Context: an optimization exercise on an open-source flow, tuned for small area and a short achievable clock period. The choices shown serve that exercise and are no tape-out recipe.
In this exercise RTL edits were held to simulation tests only and were not proved equivalent to the original.

### flow/config.mk
export PLATFORM = sky130hd
export DESIGN_NAME = key_expansion
export DESIGN_NICKNAME = key_expansion
export VERILOG_FILES = /design/flow/design.v
export SDC_FILE = /design/flow/constraint.sdc
export NUM_CORES = 4
export LEC_CHECK = 0
export CAP_MARGIN = 20
export CORE_MARGIN = 2
export CORE_UTILIZATION = 40
export SLEW_MARGIN = 20
### flow/design.v
package key_expansion_pkg;
    localparam int NR_DEFAULT = 10;
    typedef enum logic {
        IDLE   = 1'b0,
        ACTIVE = 1'b1
    } state_t;
    function automatic logic [7:0] rcon(input logic [3:0] r);
        logic [7:0] val;
        case (r)
            4'd1:    val = 8'h01;
            4'd2:    val = 8'h02;
            4'd3:    val = 8'h04;
            4'd4:    val = 8'h08;
            4'd5:    val = 8'h10;
            4'd6:    val = 8'h20;
            4'd7:    val = 8'h40;
            4'd8:    val = 8'h80;
            4'd9:    val = 8'h1b;
            4'd10:   val = 8'h36;
            default: val = 8'h00;
        endcase
        rcon = val;
    endfunction
endpackage
module aes_sbox (
    input  logic [7:0] data,
    output logic [7:0] sub
);
    function automatic logic [7:0] gf_mul(input logic [7:0] x, input logic [7:0] y);
        logic [7:0] p;
        logic [7:0] a;
        p = 8'h00;
        a = x;
        for (int i = 0; i < 8; i++) begin
            if (y[i]) p = p ^ a;
            a = {a[6:0], 1'b0} ^ (a[7] ? 8'h1b : 8'h00);
        end
        gf_mul = p;
    endfunction
    function automatic logic [7:0] gf_inv(input logic [7:0] x);
        logic [7:0] r;
        logic [7:0] s;
        r = 8'h01;
        s = x;
        for (int k = 1; k < 8; k++) begin
            s = gf_mul(s, s);
            r = gf_mul(r, s);
        end
        gf_inv = r;
    endfunction
    logic [7:0] inv;
    always_comb begin
        inv = gf_inv(data);
        sub = inv ^ {inv[6:0], inv[7]} ^ {inv[5:0], inv[7:6]}
                  ^ {inv[4:0], inv[7:5]} ^ {inv[3:0], inv[7:4]} ^ 8'h63;
    end
endmodule
module key_expansion
#(
    parameter int NR = key_expansion_pkg::NR_DEFAULT
) (
    input  logic            clk,
    input  logic            rst_n,
    input  logic            start_in,
    input  logic [31:0]     K0_in,
    input  logic [31:0]     K1_in,
    input  logic [31:0]     K2_in,
    input  logic [31:0]     K3_in,
    input  logic            ready_in,
    output logic [31:0]     D0_out,
    output logic [31:0]     D1_out,
    output logic [31:0]     D2_out,
    output logic [31:0]     D3_out,
    output logic            valid_out,
    output logic [3:0]      round_out,
    output logic            busy_out,
    output logic            done_out
);
    key_expansion_pkg::state_t state_q, state_d;
    logic [31:0] w0_q, w1_q, w2_q, w3_q;
    logic [31:0] w0_d, w1_d, w2_d, w3_d;
    logic [3:0]  round_q, round_d;
    logic        done_q, done_d;
    logic [31:0] rot_word;
    logic [31:0] sub_word;
    logic [31:0] t_word;
    logic [31:0] n0, n1, n2, n3;
    assign rot_word = {w3_q[23:0], w3_q[31:24]};
    for (genvar i = 0; i < 4; i++) begin : g_sbox
        aes_sbox u_sbox (
            .data (rot_word[8*i +: 8]),
            .sub  (sub_word[8*i +: 8])
        );
    end
    assign t_word = sub_word ^ {key_expansion_pkg::rcon(round_q + 4'd1), 24'h000000};
    assign n0     = w0_q ^ t_word;
    assign n1     = w1_q ^ n0;
    assign n2     = w2_q ^ n1;
    assign n3     = w3_q ^ n2;
    always_comb begin
        state_d = state_q;
        w0_d    = w0_q;
        w1_d    = w1_q;
        w2_d    = w2_q;
        w3_d    = w3_q;
        round_d = round_q;
        done_d  = 1'b0;
        case (state_q)
            key_expansion_pkg::IDLE: begin
                if (start_in) begin
                    state_d = key_expansion_pkg::ACTIVE;
                    w0_d    = K0_in;
                    w1_d    = K1_in;
                    w2_d    = K2_in;
                    w3_d    = K3_in;
                    round_d = 4'd0;
                end
            end
            key_expansion_pkg::ACTIVE: begin
                if (ready_in) begin
                    if (round_q == 4'(NR)) begin
                        state_d = key_expansion_pkg::IDLE;
                        round_d = 4'd0;
                        done_d  = 1'b1;
                    end else begin
                        w0_d    = n0;
                        w1_d    = n1;
                        w2_d    = n2;
                        w3_d    = n3;
                        round_d = round_q + 4'd1;
                    end
                end
            end
            default: state_d = key_expansion_pkg::IDLE;
        endcase
    end
    always_ff @(posedge clk or negedge rst_n) begin
        if (!rst_n) begin
            state_q <= key_expansion_pkg::IDLE;
            w0_q    <= 32'h0;
            w1_q    <= 32'h0;
            w2_q    <= 32'h0;
            w3_q    <= 32'h0;
            round_q <= 4'd0;
            done_q  <= 1'b0;
        end else begin
            state_q <= state_d;
            w0_q    <= w0_d;
            w1_q    <= w1_d;
            w2_q    <= w2_d;
            w3_q    <= w3_d;
            round_q <= round_d;
            done_q  <= done_d;
        end
    end
    assign D0_out    = w0_q;
    assign D1_out    = w1_q;
    assign D2_out    = w2_q;
    assign D3_out    = w3_q;
    assign round_out = round_q;
    assign valid_out = (state_q == key_expansion_pkg::ACTIVE);
    assign busy_out  = (state_q == key_expansion_pkg::ACTIVE);
    assign done_out  = done_q;
endmodule
### flow/constraint.sdc
create_clock -name core_clock -period 17.0 [get_ports {clk}]
set_input_delay 3.4000 -clock core_clock [delete_from_list [all_inputs] [get_ports {clk}]]
set_output_delay 3.4000 -clock core_clock [all_outputs]
set_load 0.01 [all_outputs]
### flow/run.sh
#!/bin/bash
# synth_recipe.tcl (not shown) runs the flow's synth.tcl, then flattens the netlist and writes it again
# the make line also repeats each setting of config.mk as NAME=value (left out here)
make -C /OpenROAD-flow-scripts/flow DESIGN_CONFIG=/design/flow/config.mk WORK_HOME=/design/flow/orfs CLKGATE_MAP_FILE= SYNTH_SCRIPT=/design/flow/synth_recipe.tcl finish
==> reports/qor.csv <==
metric,value,unit
DRC viols,0,
Tot GR Track Use,27.2,%
WP data arrival,16.86,ns
status,"complete, no violations",
warnings from Yosys,2,
FMAX,60.7,MHz
met1 Use GR,38.5,%
max-cap violations,0,
drt first pass iters,9,
DR iter-0 viols,5986,
"Max FO, Critical Path",11,
Layout Area Growth over Synthesis,13.2,%
"Async S/R FF share, synth",100,%
routability cong.,0.961,
Crit. End Element,register,
Worst slew margin,26.3,%
Die Area,163000,sq um
hold buffer count at CTS,0,
Die Wd,404,um
share of layout cells above drive strength 1,11.3,%
Crit path max-delay family,XOR/XNOR gates,
post-synthesis register bit count,134,
fin nets,8723,
sequential area share after synthesis,5.23,%
Starting Density,40.4,%
Final WS setup,0.520,ns
Syn Inst Count,8367,
core area,159000,sq um
most frequent CP cell,xnor2_1,
number of synthesized flops with an enable pin,0,
GR peak layer,met2,
CP bufs+invs,4,
CP max-delay cell,xnor3_1,
Yosys cell types,112,
maximum number of pins on one net before global-route repair,78,
endpoints failing setup,0,
total grt overflow,0,
Final Cycle Share,96.9,%
Non-Filler Instances,10700,
CP max stage delay,0.66,ns
H-Tree Level Count,4,
num rows,146,
total CTS buffers,17,
antenna-violating nets left,0,
vias in the first global route,58100,
port bufs,266,
Clock Path Buffers,2,
first-pass GRT wire length,355000,um
ys flop type,dfrtp_1,
antenna violations before repair,27,
slew at the pin closest to its max-slew limit,1.10,ns
CP Launch Type,register,
clk slew on worst S/H paths,0.08,ns
Hold Crit Class,reg2reg,
Fill cells,15600,
unrepaired setup endpoints after global routing,yes,
DP Wirelength,176000,um
DR vias,62100,
Mean Syn Cell Area,7.66,sq um
Die Ht,404,um
met2 usage,42.1,%
Post-Route WL,230000,um
vias per cell,5.83,
"worst slack, placed",-0.198,ns
"Req. time, crit path",17.38,ns
Fin Setup TNS,0,ns
Setup Skew,0.0238,ns
Synthesized Nets,8524,
CTS tree,yes,
critical path type,reg2reg,
CTS root buffer,clkbuf_16,
fin crit period,16.48,ns
num ports,267,
Slew Limit Fails,0,
# clock sinks,134,
Hold Fails Final Rpt,0,
Post-Place Cells,10600,
"reg-to-reg slack, setup",0.52,ns
clock latency (worst-skew pair),0.50,ns
drt wl/cell,21.6,um
Mapped Area,64100,sq um
grt met3 use,4.73,%
path summary, 6_finish.rpt:
| path | startpoint | to | depth (start not counted) |
|---|---|---|---|
| min in group asynchronous | rst_n | w3_q[7] | 1 |
| worst min register to register | w0_q[8] | w0_q[8] | 2 |
| worst max-delay path | w3_q[24] | w3_q[6] | 54 |
| worst min-delay path | w0_q[8] | w0_q[8] | 2 |
| max in group asynchronous | rst_n | state_q | 2 |
| worst max register to register | w3_q[24] | w3_q[6] | 54 |
layout by cell type, fill, tap and decap left out, drive strengths merged, types with 32 or more instances in the layout:
| cell | instances |
|---|---|
| or3 | 47 |
| xnor3 | 412 |
| mux2 | 39 |
| nand2b | 64 |
| and2 | 65 |
| a31oi | 66 |
| o32ai | 32 |
| a22oi | 50 |
| nand2 | 807 |
| a221oi | 43 |
| mux2i | 245 |
| o22ai | 159 |
| o211ai | 78 |
| a21oi | 467 |
| nand3 | 211 |
| xor3 | 57 |
| dfrtp | 134 |
| o21ai | 450 |
| inv | 88 |
| xor2 | 491 |
| o31ai | 43 |
| and3 | 37 |
| xnor2 | 1626 |
| clkdlybuf4s50 | 265 |
| nor3 | 209 |
| nor2b | 80 |
| buf | 493 |
| a211oi | 93 |
| or2 | 33 |
| nor2 | 1160 |
worst reg2reg max path, delay by kind of cell (launching register included):
| family | cells | cell delay (ns) |
|---|---|---|
| and+or+nand+nor | 7 | 1.15 |
| adders and majority gates | 2 | 0.97 |
| muxes | 1 | 0.23 |
| buffers and inverters | 4 | 0.80 |
| DFF | 1 | 0.45 |
| xor gates and xnor gates | 35 | 11.78 |
| AOI/OAI and AO/OA | 5 | 1.00 |
final cells by class:
| cell class | count | area [sq um] | share of cell area [%] |
|---|---|---|---|
| antenna | 11 | 27.5 | 0.0379 |
| clock buffer | 17 | 425 | 0.586 |
| clock inverter | 15 | 179 | 0.247 |
| inverter | 90 | 338 | 0.466 |
| multi-input combinational | 7565 | 59200 | 81.6 |
| sequential | 134 | 3360 | 4.63 |
| tap | 2072 | 2590 | 3.57 |
| timing repair buffer | 758 | 6420 | 8.85 |
repair_timing:
item | in CTS | in global routing
gates resized for setup | 11 | 137
setup endpoints to repair | 16 | 106
pin swaps | 0 | 11
buffers inserted | 0 | 22
through the flow:
step                instance area [sq um]  util, %  hold slack (ns)
floorplan                           64100        -            0.549
global placement                    70700     44.6            0.515
detailed placement                  70800     44.6            0.519
CTS                                 71400     45.0            0.541
global route                        72600     45.7            0.557
finish                              72600     45.7            0.538
sequential cells by signal (all words and copies together) (netlist names):
register,count
round_q,4
w1_q,32
w3_q,32
done_q,1
w2_q,32
state_q,1
w0_q,32
cell usage after synthesis (all sizes together), types with 66 or more instances:
| library cell | n | area, sq um |
|---|---|---|
| dfrtp | 134 | 3350 |
| buf | 219 | 1270 |
| nor2 | 1160 | 4380 |
| mux2i | 245 | 2460 |
| a31oi | 66 | 425 |
| a21oi | 467 | 2370 |
| o22ai | 159 | 1010 |
| a211oi | 93 | 698 |
| o21ai | 450 | 2250 |
| o211ai | 78 | 586 |
| nand3 | 211 | 1060 |
| xnor2 | 1626 | 14900 |
| nor3 | 209 | 1070 |
| nor2b | 80 | 500 |
| xor2 | 491 | 4630 |
| xnor3 | 412 | 9310 |
| clkbuf | 358 | 1360 |
| nand2 | 807 | 3030 |
| inv | 78 | 293 |
per-layer routing:
layer | up-vias | part of all wire, %
li1 | 29500 | -
met1 | 29800 | 45
met2 | 2502 | 44
met3 | 317 | 8.4
met4 | 24 | 2.8
met5 | - | 0.072
logic make-up after synthesis:
family,Yosys count,synth area share [%]
and+or+nand+nor,2822,19.3
buffers and inverters,668,4.65
muxes,285,4.56
xor gates and xnor gates,2586,47.1
DFF,134,5.23
AOI/OAI and AO/OA,1846,18.6
adders and majority gates,26,0.504

==> port drivers added, routing unchanged <==
Ports are ideal in the flow. The routed layout listed here was re-timed in OpenROAD. Step 1, drivers: a clkbuf_16 drives clk and a buf_2 each remaining input, both assumed. Step 2 adds t to the input delays and takes it off the output delays; t is the mean of the earliest and latest rising clock arrival at the registers after step 1. Input paths then give back, and output paths get back, about the clock's delay inside the block. Three values: no drivers, after step 1, after step 2; two values: the first two.
t, ns: 0.557
setup WS [ns]: 0.520 / 0.520 / 0.520
worst data-port slew with drivers (ns): 0.28
pins driven straight from the clock port: 1
After both steps this run still meets setup and hold. For this run, drivers alone change the setup slack by 0.000 ns; drivers and shift together by 0.000 ns.
